Background: an optimization exercise with open tools, aiming at small area. Do not read the settings as production practice.
Function was checked by simulation only, so behaviour that the tests miss may differ from the original.
Power and IR drop assume default switching activity.

==> flow/design.v <==
package bp_pkg;
    typedef enum logic [1:0] {
        CTR_SN = 2'b00,
        CTR_WN = 2'b01,
        CTR_WT = 2'b10,
        CTR_ST = 2'b11
    } ctr_t;
endpackage
module sat_counter_table
#(
    parameter int IDX_W = 8
) (
    input  logic             clk,
    input  logic             reset,
    input  logic [IDX_W-1:0] rd_idx,
    output logic             rd_taken,
    input  logic             upd_en,
    input  logic [IDX_W-1:0] upd_idx,
    input  logic             upd_taken
);
    localparam int COL_W = IDX_W / 2;
    localparam int ROW_W = IDX_W - COL_W;
    localparam int ROWS  = 1 << ROW_W;
    localparam int COLS  = 1 << COL_W;
    localparam int DEPTH = 1 << IDX_W;
    logic [DEPTH-1:0] hi, lo;
    logic [ROWS-1:0]  row_ok;
    logic [ROW_W-1:0] upd_row;
    logic [COL_W-1:0] upd_col;
    logic             cur_ok, cur_hi, cur_lo, nxt_hi, nxt_lo;
    assign upd_row = upd_idx[IDX_W-1:COL_W];
    assign upd_col = upd_idx[COL_W-1:0];
    assign rd_taken = hi[rd_idx] & row_ok[rd_idx[IDX_W-1:COL_W]];
    assign cur_ok = row_ok[upd_row];
    assign cur_hi = hi[upd_idx] & cur_ok;
    assign cur_lo = lo[upd_idx] | ~cur_ok;
    assign nxt_hi = (cur_hi & cur_lo) | (cur_hi & upd_taken) | (cur_lo & upd_taken);
    assign nxt_lo = (cur_hi & ~cur_lo) | (cur_hi & upd_taken) | (~cur_lo & upd_taken);
    always_ff @(posedge clk or posedge reset) begin
        if (reset) row_ok <= '0;
        else if (upd_en) row_ok[upd_row] <= 1'b1;
    end
    for (genvar r = 0; r < ROWS; r++) begin : g_row
        for (genvar c = 0; c < COLS; c++) begin : g_col
            always_ff @(posedge clk) begin
                if (upd_en && upd_row == ROW_W'(r) && (upd_col == COL_W'(c) || !row_ok[r])) begin
                    hi[r*COLS+c] <= (upd_col == COL_W'(c)) ? nxt_hi : 1'b0;
                    lo[r*COLS+c] <= (upd_col == COL_W'(c)) ? nxt_lo : 1'b1;
                end
            end
        end
    end
endmodule
module gshare_btb_predictor
#(
    parameter int ENTRIES   = 16,
    parameter int HIST_BITS = 8,
    parameter int PHT_BITS  = 8
) (
    input  logic                 clk,
    input  logic                 reset,
    input  logic                 f_valid,
    input  logic [31:0]          f_pc,
    output logic [31:0]          f_predict_addr,
    output logic                 f_predict_valid,
    output logic                 f_hit,
    output logic [HIST_BITS-1:0] f_ghr,
    input  logic                 d_is_branch,
    input  logic [31:0]          d_pc,
    input  logic [31:0]          d_target_addr,
    input  logic                 x_valid,
    input  logic [31:0]          x_pc,
    input  logic                 x_taken,
    input  logic [HIST_BITS-1:0] x_ghr
);
    localparam int PTR_W = (ENTRIES > 1) ? $clog2(ENTRIES) : 1;
    logic [ENTRIES-1:0]       btb_valid;
    logic [31:0]              btb_tag [ENTRIES];
    logic [31:0]              btb_tgt [ENTRIES];
    logic [PTR_W-1:0]         rpl_ptr;
    logic [HIST_BITS-1:0]     ghr;
    logic [ENTRIES-1:0] f_hit_vec;
    logic [ENTRIES-1:0] d_hit_vec;
    logic [ENTRIES-1:0] alloc_vec;
    logic               f_hit_any;
    logic               d_hit_any;
    logic [31:0]        f_tgt;
    logic               rd_taken;
    for (genvar i = 0; i < ENTRIES; i++) begin : g_cmp
        assign f_hit_vec[i] = btb_valid[i] && (btb_tag[i] == f_pc);
        assign d_hit_vec[i] = btb_valid[i] && (btb_tag[i] == d_pc);
        assign alloc_vec[i] = (rpl_ptr == PTR_W'(i));
    end
    always_comb begin
        f_tgt = '0;
        for (int i = 0; i < ENTRIES; i++)
            f_tgt = f_tgt | ({32{f_hit_vec[i]}} & btb_tgt[i]);
    end
    assign f_hit_any = |f_hit_vec;
    assign d_hit_any = |d_hit_vec;
    sat_counter_table #(.IDX_W(PHT_BITS)) u_pht (
        .clk       (clk),
        .reset     (reset),
        .rd_idx    (f_pc[PHT_BITS+1:2] ^ PHT_BITS'(ghr)),
        .rd_taken  (rd_taken),
        .upd_en    (x_valid),
        .upd_idx   (x_pc[PHT_BITS+1:2] ^ PHT_BITS'(x_ghr)),
        .upd_taken (x_taken)
    );
    always_ff @(posedge clk or posedge reset) begin
        if (reset) begin
            f_hit           <= 1'b0;
            f_predict_valid <= 1'b0;
        end else begin
            f_hit           <= f_valid && f_hit_any;
            f_predict_valid <= f_valid && f_hit_any && rd_taken;
        end
    end
    always_ff @(posedge clk or posedge reset) begin
        if (reset) begin
            f_predict_addr  <= '0;
            f_ghr           <= '0;
        end else if (f_valid) begin
            f_predict_addr  <= f_tgt;
            f_ghr           <= ghr;
        end
    end
    for (genvar i = 0; i < ENTRIES; i++) begin : g_ent
        always_ff @(posedge clk) begin
            if (d_is_branch && !d_hit_any && alloc_vec[i])
                btb_tag[i] <= d_pc;
            if (d_is_branch && (d_hit_vec[i] || (!d_hit_any && alloc_vec[i])))
                btb_tgt[i] <= d_target_addr;
        end
    end
    always_ff @(posedge clk or posedge reset) begin
        if (reset) begin
            btb_valid <= '0;
            rpl_ptr   <= '0;
        end else if (d_is_branch && !d_hit_any) begin
            btb_valid <= btb_valid | alloc_vec;
            rpl_ptr   <= rpl_ptr + PTR_W'(1);
        end
    end
    always_ff @(posedge clk or posedge reset) begin
        if (reset) begin
            ghr <= '0;
        end else if (x_valid) begin
            ghr <= HIST_BITS'({ghr, x_taken});
        end
    end
endmodule
clock: 6.0 ns
lec_check: 0
cap_margin: 20
core_margin: 2
core_utilization: 40
setup_slack_margin: 0.3
slew_margin: 20
standard.sh (not shown) runs the stock make flow with config.mk's settings and CLKGATE_MAP_FILE= SYNTH_SCRIPT=/design/flow/synth_recipe.tcl, a recipe that flattens the netlist after the stock synthesis.
==> flow/flow/run.sh <==
#!/bin/bash
set -euo pipefail
cd "$(dirname "$0")/.."
bash standard.sh \
  "BUFFER_PORTS_ARGS=-buffer_cell sky130_fd_sc_hd__buf_1" \
  "CTS_ARGS=-sink_clustering_enable -repair_clock_nets -dont_use_dummy_load -buf_list {sky130_fd_sc_hd__clkbuf_8} -sink_clustering_size 14 -sink_clustering_max_diameter 50" \
  finish > flow_standard.log 2>&1
Next try:
--- a/flow/design.v
+++ b/flow/design.v
@@ -73,10 +73,11 @@
     input  logic                 x_taken,
     input  logic [HIST_BITS-1:0] x_ghr
 );
     localparam int PTR_W = (ENTRIES > 1) ? $clog2(ENTRIES) : 1;
     logic [ENTRIES-1:0]       btb_valid;
+    logic                     btb_full;
     logic [31:0]              btb_tag [ENTRIES];
     logic [31:0]              btb_tgt [ENTRIES];
     logic [PTR_W-1:0]         rpl_ptr;
     logic [HIST_BITS-1:0]     ghr;
     logic [ENTRIES-1:0] f_hit_vec;
@@ -131,17 +132,20 @@
                 btb_tag[i] <= d_pc;
             if (d_is_branch && (d_hit_vec[i] || (!d_hit_any && alloc_vec[i])))
                 btb_tgt[i] <= d_target_addr;
         end
     end
+    for (genvar i = 0; i < ENTRIES; i++) begin : g_valid
+        assign btb_valid[i] = btb_full || (rpl_ptr > PTR_W'(i));
+    end
     always_ff @(posedge clk or posedge reset) begin
         if (reset) begin
-            btb_valid <= '0;
-            rpl_ptr   <= '0;
+            btb_full <= 1'b0;
+            rpl_ptr  <= '0;
         end else if (d_is_branch && !d_hit_any) begin
-            btb_valid <= btb_valid | alloc_vec;
-            rpl_ptr   <= rpl_ptr + PTR_W'(1);
+            if (rpl_ptr == PTR_W'(ENTRIES - 1)) btb_full <= 1'b1;
+            rpl_ptr <= (rpl_ptr == PTR_W'(ENTRIES - 1)) ? '0 : rpl_ptr + PTR_W'(1);
         end
     end
     always_ff @(posedge clk or posedge reset) begin
         if (reset) begin
             ghr <= '0;
After rerunning: Clock power is about the same; setup slack degrades by 0.25 ns; cell count climbs by 1.4%; count of clock-buffer cells in the layout climbs by 3; hold slack improves by 0.037 ns; synthesized area drops by 0.34%; wire length drops by 1.0%; sequential power drops by about 3%; die area drops by 0.34%; combinational power drops by about 3%; total power drops by 2.3%.

afterwards: timing with drivers on the ports:
Ports are ideal in the flow. The routed layouts listed here were re-timed in OpenROAD. Step 1 (the two cells are an assumption about what drives the block):
set clk [get_ports {clk}]
set_driving_cell -lib_cell sky130_fd_sc_hd__clkbuf_16 $clk
set_driving_cell -lib_cell sky130_fd_sc_hd__buf_2 [delete_from_list [all_inputs] $clk]
Step 2, shift: input delay + t, output delay - t, t = (earliest + latest rising clock arrival at the registers) / 2. This alone moves slack from input paths to output paths. a / b / c = no drivers / after step 1 / after step 2; a / b = the first two.
| run | t (ns) | setup WS [ns] | worst hold slack (ns) | worst data-port slew with drivers (ns) | cell pins on the clock port's net |
|---|---|---|---|---|---|
| the first run | 0.976 | 1.363 / 1.389 / 0.413 | 0.203 / 0.145 / 0.507 | 0.11 | 1 |
| the second run | 0.982 | 1.115 / 1.115 / 0.311 | 0.240 / 0.182 / 0.511 | 0.16 | 1 |
After both steps setup and hold are still met in every run listed. The setup slack of the first run, which loses most, moves by +0.026 ns with the drivers and by -0.950 ns with both steps.
